This is an optimization exercise on Yosys and OpenROAD, whose aim is small area and a short achievable clock period, not a production implementation. The RTL was checked by simulation tests, not by an equivalence proof against the original design. Power is estimated from default activity; no workload was simulated.

<file path="flow/design.v">
module bullet_pool #(
   parameter int DATA_WIDTH    = 32,
   parameter int ADDRESS_WIDTH = 6,
   parameter int DEPTH         = 64
) (
   input  logic                     clk,
   input  logic                     reset_n,
   input  logic                     alloc_req,
   input  logic [DATA_WIDTH-1:0]    alloc_data,
   output logic                     alloc_ack,
   output logic                     alloc_fail,
   output logic [ADDRESS_WIDTH-1:0] alloc_addr,
   output logic                     full,
   output logic [ADDRESS_WIDTH:0]   count,
   input  logic                     wEn,
   input  logic [ADDRESS_WIDTH-1:0] wAddr,
   input  logic [DATA_WIDTH-1:0]    dataIn,
   input  logic                     free_req,
   input  logic [ADDRESS_WIDTH-1:0] free_addr,
   input  logic                     readEn,
   input  logic [ADDRESS_WIDTH-1:0] rAddr,
   output logic [DATA_WIDTH-1:0]    dataOut,
   output logic                     rValid,
   input  logic                     scan_start,
   output logic                     scan_busy,
   output logic                     scan_valid,
   output logic [ADDRESS_WIDTH-1:0] scan_addr,
   output logic [DATA_WIDTH-1:0]    scan_data,
   output logic                     scan_done
);
   localparam int DW = DATA_WIDTH;
   localparam int AW = ADDRESS_WIDTH;
   localparam int CW = ADDRESS_WIDTH + 1;
   logic [DEPTH-1:0][DW-1:0] mem;
   logic [DEPTH-1:0] valid;
   logic           ph;
   logic [DEPTH-1:0] wdec, fdec, rdec, sdec, lfree, lfree_nxt, sdec_nxt;
   logic [AW-1:0]    idx_nxt;
   logic [AW-1:0]    idx;
   logic             busy;
   always_comb begin
      for (int i = 0; i < DEPTH; i++) begin
         wdec[i] = (wAddr == AW'(i));
         fdec[i] = (free_addr == AW'(i));
         rdec[i]     = (rAddr == AW'(i));
         sdec_nxt[i] = (idx_nxt == AW'(i));
      end
   end
   logic [AW-1:0] cand;
   logic [7:0]    gall, gpre;
   always_comb begin
      for (int g = 0; g < 8; g++) begin
         gall[g] = &valid_nxt[8*g +: 8];
         gpre[g] = 1'b1;
         for (int h = 0; h < g; h++) gpre[g] = gpre[g] & gall[h];
      end
      for (int i = 0; i < DEPTH; i++) begin
         logic pin;
         pin = 1'b1;
         for (int j = 8 * (i / 8); j < i; j++) pin = pin & valid_nxt[j];
         lfree_nxt[i] = ~valid_nxt[i] & pin & gpre[i / 8];
      end
      cand = '0;
      for (int i = 0; i < DEPTH; i++)
         cand = cand | ({AW{lfree[i]}} & AW'(i));
   end
   assign full = count[AW];
   logic do_alloc, do_free;
   logic [DEPTH-1:0] wa, wu, hold, valid_nxt;
   assign do_alloc = alloc_req & ~full;
   assign do_free  = free_req & |(fdec & valid);
   always_comb begin
      for (int i = 0; i < DEPTH; i++) begin
         wa[i]        = do_alloc & lfree[i];
         wu[i]        = wEn & wdec[i] & valid[i];
         hold[i]      = ~(wa[i] | wu[i]);
         valid_nxt[i] = (valid[i] & ~(free_req & fdec[i])) | wa[i];
      end
   end
   logic [DW-1:0]    adata_n, udata_n;
   logic [DEPTH-1:0] wa_n, wu_n;
   assign adata_n = ~(alloc_data ^ {DW{ph}});
   assign udata_n = ~(dataIn ^ {DW{ph}});
   assign wa_n    = ~wa;
   assign wu_n    = ~wu;
   for (genvar i = 0; i < DEPTH; i++) begin : g_word
      for (genvar b = 0; b < DW; b++) begin : g_bit
         bp_cell u_cell (
            .clk(clk), .wa_n(wa_n[i]), .a_n(adata_n[b]), .wu_n(wu_n[i]), .u_n(udata_n[b]),
            .h(hold[i]), .q(mem[i][b])
         );
      end
   end
   logic [DEPTH-1:0] rsel_n, ssel_n;
   assign rsel_n = ~rdec;
   assign ssel_n = ~sdec;
   logic [DW-1:0] rmux, smux;
   logic          rv, sv;
   for (genvar b = 0; b < DW; b++) begin : g_rd
      logic [DEPTH-1:0] col;
      always_comb
         for (int i = 0; i < DEPTH; i++) col[i] = mem[i][b];
      bp_mux64 u_rmux (.d(col), .s_n(rsel_n), .y_n(rmux[b]));
      bp_mux64 u_smux (.d(col), .s_n(ssel_n), .y_n(smux[b]));
   end
   always_comb begin
      rv = 1'b0;
      sv = 1'b0;
      for (int i = 0; i < DEPTH; i++) begin
         rv = rv | (rdec[i] & valid[i]);
         sv = sv | (sdec[i] & valid[i]);
      end
   end
   logic [DW-1:0] rval, sval;
   assign rval      = ~(rmux ^ {DW{ph}});
   assign sval      = ~(smux ^ {DW{ph}});
   assign scan_busy = busy;
   assign idx_nxt   = idx + AW'(busy);
   logic [CW-1:0] cnt_inc, cnt_dec, cnt_nxt;
   bp_incdec #(.W(CW)) u_incdec (.a(count), .inc(cnt_inc), .dec(cnt_dec));
   always_comb begin
      case ({do_alloc, do_free})
         2'b10:   cnt_nxt = cnt_inc;
         2'b01:   cnt_nxt = cnt_dec;
         default: cnt_nxt = count;
      endcase
   end
   logic last;
   assign last = busy & (idx == AW'(DEPTH - 1));
   always_ff @(posedge clk or negedge reset_n) begin
      if (!reset_n) begin
         valid      <= '0;
         lfree      <= DEPTH'(1);
         sdec       <= DEPTH'(1);
         count      <= '0;
         ph         <= 1'b0;
         alloc_ack  <= 1'b0;
         alloc_fail <= 1'b0;
         alloc_addr <= '0;
         dataOut    <= '0;
         rValid     <= 1'b0;
         busy       <= 1'b0;
         idx        <= '0;
         scan_valid <= 1'b0;
         scan_done  <= 1'b0;
         scan_addr  <= '0;
         scan_data  <= '0;
      end else begin
         valid      <= valid_nxt;
         lfree      <= lfree_nxt;
         sdec       <= sdec_nxt;
         count      <= cnt_nxt;
         ph         <= ~ph;
         alloc_ack  <= do_alloc;
         alloc_fail <= alloc_req & full;
         alloc_addr <= cand;
         if (readEn) begin
            dataOut <= rval;
            rValid <= rv;
         end
         busy       <= busy ? ~last : scan_start;
         idx        <= idx_nxt;
         scan_valid <= busy & sv;
         scan_done  <= last;
         scan_addr  <= idx;
         scan_data  <= sval;
      end
   end
endmodule
module bp_cell (
   input  logic clk,
   input  logic wa_n,
   input  logic a_n,
   input  logic wu_n,
   input  logic u_n,
   input  logic h,
   output logic q
);
   logic x, d;
   bp_oai22 u_x (.a1(wa_n), .a2(a_n), .b1(wu_n), .b2(u_n), .y(x));
   bp_aoi21 u_d (.a1(h), .a2(q), .b1(x), .y(d));
   always_ff @(posedge clk) q <= d;
endmodule
module bp_incdec #(
   parameter int W = 7
) (
   input  logic [W-1:0] a,
   output logic [W-1:0] inc,
   output logic [W-1:0] dec
);
   assign inc = a + W'(1);
   assign dec = a - W'(1);
endmodule
module bp_mux64 (
   input  logic [63:0] d,
   input  logic [63:0] s_n,
   output logic        y_n
);
   logic [31:0] l1;
   logic [15:0] l2;
   logic [3:0]  l3;
   logic [1:0]  l4;
   for (genvar g = 0; g < 32; g++) begin : g_l1
      bp_oai22 u (.a1(d[2*g]), .a2(s_n[2*g]), .b1(d[2*g+1]), .b2(s_n[2*g+1]), .y(l1[g]));
   end
   for (genvar g = 0; g < 16; g++) begin : g_l2
      bp_nor2 u (.a(l1[2*g]), .b(l1[2*g+1]), .y(l2[g]));
   end
   for (genvar g = 0; g < 4; g++) begin : g_l3
      bp_nand4 u (.a(l2[4*g]), .b(l2[4*g+1]), .c(l2[4*g+2]), .d(l2[4*g+3]), .y(l3[g]));
   end
   for (genvar g = 0; g < 2; g++) begin : g_l4
      bp_nor2 u (.a(l3[2*g]), .b(l3[2*g+1]), .y(l4[g]));
   end
   bp_nand2 u_l5 (.a(l4[0]), .b(l4[1]), .y(y_n));
endmodule
module bp_oai22 (
   input  logic a1, a2, b1, b2,
   output logic y
);
   assign y = ~((a1 | a2) & (b1 | b2));
endmodule
module bp_aoi21 (
   input  logic a1, a2, b1,
   output logic y
);
   assign y = ~((a1 & a2) | b1);
endmodule
module bp_nand4 (
   input  logic a, b, c, d,
   output logic y
);
   assign y = ~(a & b & c & d);
endmodule
module bp_nor2 (
   input  logic a, b,
   output logic y
);
   assign y = ~(a | b);
endmodule
module bp_nand2 (
   input  logic a, b,
   output logic y
);
   assign y = ~(a & b);
endmodule
</file>
<file path="flow/flow/run.sh">
#!/bin/bash
# Own layout flow: the standard flow, with two changes between synthesis and floorplan:
#  - drive strengths only (flow/downsize.tcl): AOI21 gates that synthesis upsized inside the
#    tiny storage-bit modules are set back to size 1, and the read-mux stages that drive the
#    long column wires start at size 2 (the resizer still resizes wherever timing needs it);
#  - ports are buffered with buf_2 instead of the default delay-buffer cell.
# Each tool's full output goes to its own log file in this folder.
set -euo pipefail
RES=orfs/results/${FLOW_PLATFORM}/bullet_pool/base
bash standard.sh synth > flow_synth.log 2>&1
openroad -no_init -exit flow/downsize.tcl > flow_downsize.log 2>&1
touch ${RES}/1_synth.sdc
BUFFER_PORTS_ARGS="-buffer_cell sky130_fd_sc_hd__buf_2" bash standard.sh > flow_layout.log 2>&1
</file>
<file path="flow/flow/downsize.tcl">
# Drive-strength changes between synthesis and floorplan (no logic change):
#  - AOI21 gates that synthesis sized up inside the storage-bit modules go back to size 1;
#  - in the read multiplexer trees, the NAND4 stage fed by NOR2s and the NOR2 stage fed by
#    those NAND4s drive the long column wires, so they start at size 2.
set res orfs/results/$::env(FLOW_PLATFORM)/bullet_pool/base
read_db $res/1_synth.odb
set db [ord::get_db]
proc driver_master {net} {
  foreach it [$net getITerms] {
    if {[$it isOutputSignal]} { return [[[$it getInst] getMaster] getName] }
  }
  return ""
}
proc all_inputs_from {inst pat} {
  set n 0
  foreach it [$inst getITerms] {
    if {![$it isInputSignal]} continue
    set net [$it getNet]
    if {$net eq "NULL" || $net eq ""} { return 0 }
    if {![string match $pat [driver_master $net]]} { return 0 }
    incr n
  }
  return [expr {$n > 0}]
}
set a21 [$db findMaster sky130_fd_sc_hd__a21oi_1]
set nd4 [$db findMaster sky130_fd_sc_hd__nand4_2]
set nr2 [$db findMaster sky130_fd_sc_hd__nor2_2]
set na 0; set nn 0
set l3 {}
foreach inst [[ord::get_db_block] getInsts] {
  set m [[$inst getMaster] getName]
  if {$m eq "sky130_fd_sc_hd__a21oi_2"} {
    $inst swapMaster $a21
    incr na
  } elseif {$m eq "sky130_fd_sc_hd__nand4_1" && [all_inputs_from $inst "sky130_fd_sc_hd__nor2_*"]} {
    lappend l3 $inst
  }
}
foreach inst $l3 { $inst swapMaster $nd4 }
set n4 0
foreach inst [[ord::get_db_block] getInsts] {
  if {[[$inst getMaster] getName] eq "sky130_fd_sc_hd__nor2_1" && [all_inputs_from $inst "sky130_fd_sc_hd__nand4_2"]} {
    $inst swapMaster $nr2
    incr n4
  }
}
puts "downsized $na a21oi_2 cells; upsized [llength $l3] nand4 and $n4 nor2 cells"
write_db $res/1_synth.odb
</file>
<file path="flow/standard.sh">
#!/bin/bash
# synth_recipe.tcl (not shown) runs the flow's synth.tcl, then flattens the netlist and writes it again
# the make line also repeats each setting of config.mk as NAME=value (left out here)
make -C /OpenROAD-flow-scripts/flow DESIGN_CONFIG=/design/flow/config.mk WORK_HOME=/design/flow/orfs CLKGATE_MAP_FILE= SYNTH_SCRIPT=/design/flow/synth_recipe.tcl "${@:-finish}"
</file>
<file path="flow/config.mk">
export PLATFORM = sky130hd
export DESIGN_NAME = bullet_pool
export DESIGN_NICKNAME = bullet_pool
export VERILOG_FILES = /design/flow/design.v
export SDC_FILE = /design/flow/constraint.sdc
export NUM_CORES = 4
export LEC_CHECK = 0
export CAP_MARGIN = 20
export CORE_MARGIN = 2
export CORE_UTILIZATION = 40
export CTS_CLUSTER_DIAMETER = 100
export CTS_CLUSTER_SIZE = 20
export SETUP_SLACK_MARGIN = 2.7
export SLEW_MARGIN = 20
export SYNTH_HIERARCHICAL = 1
</file>
<file path="flow/constraint.sdc">
create_clock -name core_clock -period 5.5 [get_ports {clk}]
set_input_delay 1.1000 -clock core_clock [delete_from_list [all_inputs] [get_ports {clk}]]
set_output_delay 1.1000 -clock core_clock [all_outputs]
set_load 0.01 [all_outputs]
</file>
==> results.json <==
{
  "crit_slowest_cell": "nor2_2",
  "rsz0062_at_grt": "true",
  "rows": 183,
  "syn_nets": 11400,
  "max_freq_mhz": 321,
  "status": "timing/DRC/antenna clean",
  "num-nets-final": 12400,
  "pin_count": 179,
  "cts.clk_slew.worst_paths_ps": 90,
  "dieWidth_um": 504,
  "num_vias": 126000,
  "numCtsBuffers": 139,
  "hpwl_mm": 407,
  "drc_errors": 0,
  "finalSetupTns_ps": 0,
  "ir_drop_v": 0.000366,
  "crit_arrival_ps": 3880,
  "core-area_mm2": 0.249,
  "die_h_um": 504,
  "grt_use_total_pct": 49.0,
  "p_sw_share_pct": 47.4,
  "tritoncts": "built",
  "max_cap_viol_count": 0,
  "critical_path_class": "flip-flop to flip-flop",
  "hold_violations": 0,
  "holdCritPathClass": "input port to async pin",
  "crit_chain": "inv_1 > buf_4 > o22ai_1 > nor2_1 > nand4_2 > nor2_2 > nand2_1 > xnor2_1",
  "leakage_nw": 46.9,
  "end_kind": "flip-flop",
  "initial_core_util_pct": 40.2,
  "powerDensity_mw_per_mm2": 462,
  "placed_cell_area_mm2": 0.111,
  "dieArea_mm2": 0.254,
  "placed_cells": 15100,
  "cts_buffer_depth": 3,
  "fin_area_mm2": 0.123,
  "cp.required_ps": 6260,
  "worst_slew_pin_slew_ps": 1370,
  "ant_nets": 0,
  "fin_cells": 15700,
  "clock-root-buffer": "clkbuf_16",
  "syn_area_mm2": 0.100,
  "setup_viol": 0,
  "start_kind": "flip-flop",
  "htreeDepth": 4,
  "clk-insertion-delay-late_ps": 890,
  "comb_power_share_pct": 44.2,
  "firstDrtPassIters": 17,
  "syn_inst": 11300,
  "portBuffers": 178,
  "p_int_mw": 30.0,
  "wl_mm": 681,
  "fin_worst_skew_ps": 52.5,
  "via_per_inst": 8.01,
  "grt_pass1_wl_mm": 896,
  "grt_max_degree": 92,
  "routabilityCongestion": 1.15,
  "power_frac_seq_pct": 35.7,
  "cts_hold_buf": 0,
  "post-route-period-util_pct": 56.7,
  "overflow": 0,
  "syn_area_per_cell_um2": 8.88,
  "crit_fanout": 32,
  "drt_iter0_markers": 28200,
  "max_slew_margin_pct": 8.51,
  "power.switching_mw": 27.0,
  "yosysWarnings": 8,
  "p_clk_share_pct": 20.1,
  "cpPeakStageDelay_ps": 490,
  "drive_above_1_share_pct": 18.0,
  "slew_viol_final": 0,
  "antenna_found_initial": 42,
  "wl_per_cell_um": 43.3,
  "grt_pass1_vias": 110000,
  "area_delta_synth_final_pct": 23.4,
  "cts_sinks": 2336,
  "period_needed_ps": 3120
}
[through the flow]
step	setup WS [ps]	total power [mW]	hold WS [ps]	util (%)
2_1_floorplan	2210	29.9	371	-
3_3_place_gp	466	40.8	409	44.7
3_5_place_dp	508	41.0	389	44.7
4_1_cts	2540	52.6	231	47.9
5_1_grt	2540	56.5	263	49.6
6_report	2380	57.1	224	49.7
[state kept, by name, indices dropped and copies added, names as in the netlist, 6 cells and up]
signal,count
alloc_addr,6
count,7
dataOut,32
g_word.g_bit.u_cell.q,2048
idx,6
lfree,64
scan_addr,6
scan_data,32
sdec,64
valid,64
[routing by layer]
layer / vias to the layer above / track usage [%] / part of all wire [%]
met5: - / 4.97 / 0.36
met2: 13500 / 63.0 / 36
met4: 78 / 29.8 / 9.3
li1: 48100 / - / -
met1: 60700 / 59.8 / 34
met3: 3535 / 30.7 / 20
[critical path: cells and delay by family, from the launching register on]
kind / cells / cell delay (ps)
AND/OR/NAND/NOR: 4 / 1640
buffers and inverters: 2 / 490
flip-flops: 1 / 480
XOR/XNOR: 1 / 180
AO/OA/AOI/OAI: 1 / 160
[repair_timing]
item                       in CTS  in global routing
setup endpoints to repair    2133               1087
resized for setup             504                375
buffers inserted              114                185
gates cloned                   33                 45
pin swaps                     102                154
[worst paths after layout]
check / start / to / slack [ps] / cells after the start
setup / recovery: sdec[6] / scan_data[9] / 2380 / 8
hold / removal: reset_n / count[5] / 220 / 1
setup reg to reg: sdec[6] / scan_data[9] / 2380 / 8
hold reg to reg: idx[0] / scan_addr[0] / 430 / 0
max in group asynchronous: reset_n / ph / 3730 / 2
min in group core_clock: idx[0] / scan_addr[0] / 430 / 0
[layout by cell type (no fill, tap or decap), types with 21 or more instances in the layout]
master	instances
nand4_2	176
buf_4	531
inv_1	29
dfxtp_1	2048
buf_12	97
dfrtp_1	260
nand2_4	62
nand2_8	86
o22ai_1	4082
nand4_1	27
nor2_2	209
o21ai_0	62
nand2_2	29
nand2_1	166
buf_2	162
xnor2_4	64
clkbuf_16	166
mux2_4	32
nand3_1	90
diode_2	30
nor2_1	960
a22oi_1	33
nand4_4	83
nor4_1	25
a21oi_1	2062
nor2_4	93
buf_6	82
clkbuf_1	36
xnor2_1	69
and2_4	46
a221oi_1	21
[power groups by stage]
stage / sequential [mW] / combinational, mW / clock [mW]
global placement: 20.5 / 20.3 / 0
floorplan: 19.9 / 10.0 / 0
global route: 20.4 / 24.2 / 11.9
detailed placement: 20.5 / 20.5 / 0
finish: 20.4 / 25.2 / 11.5
CTS: 20.2 / 21.2 / 11.3
[final cells by class]
type	count	area, um2
Tap cell	3330	4170
Inverter	77	399
Clock buffer	183	3790
Timing Repair Buffer	933	9060
Multi-Input combinational cell	8804	57500
Clock inverter	18	200
Sequential cell	2336	48300
Timing Repair inverter	5	31.3
Fill cell	23100	125000
Antenna cell	30	75.1

[what the ideal ports hide]
How much do the figures lean on ideal ports? The routed layout below was timed once more, with nothing changed but the port constraints.
Step 1 (the two cells are an assumption about what drives the block):
set clk [get_ports {clk}]
set_driving_cell -lib_cell sky130_fd_sc_hd__clkbuf_16 $clk
set_driving_cell -lib_cell sky130_fd_sc_hd__buf_2 [delete_from_list [all_inputs] $clk]
Step 2 moves the port delays by t, midway between the first and last clock arrival at a register: inputs arrive t later, outputs are due t later. That takes back most of the time a late clock gives input paths.
Three values: no drivers, after step 1, after step 2; two values: the first two.
t (ns): 0.951
setup slack, ns: 2.382 / 2.222 / 1.271
cell pins on the clock port's net: 1
After both steps this run still meets setup and hold. For this run, drivers alone change the setup slack by -0.160 ns; drivers and shift together by -1.111 ns.
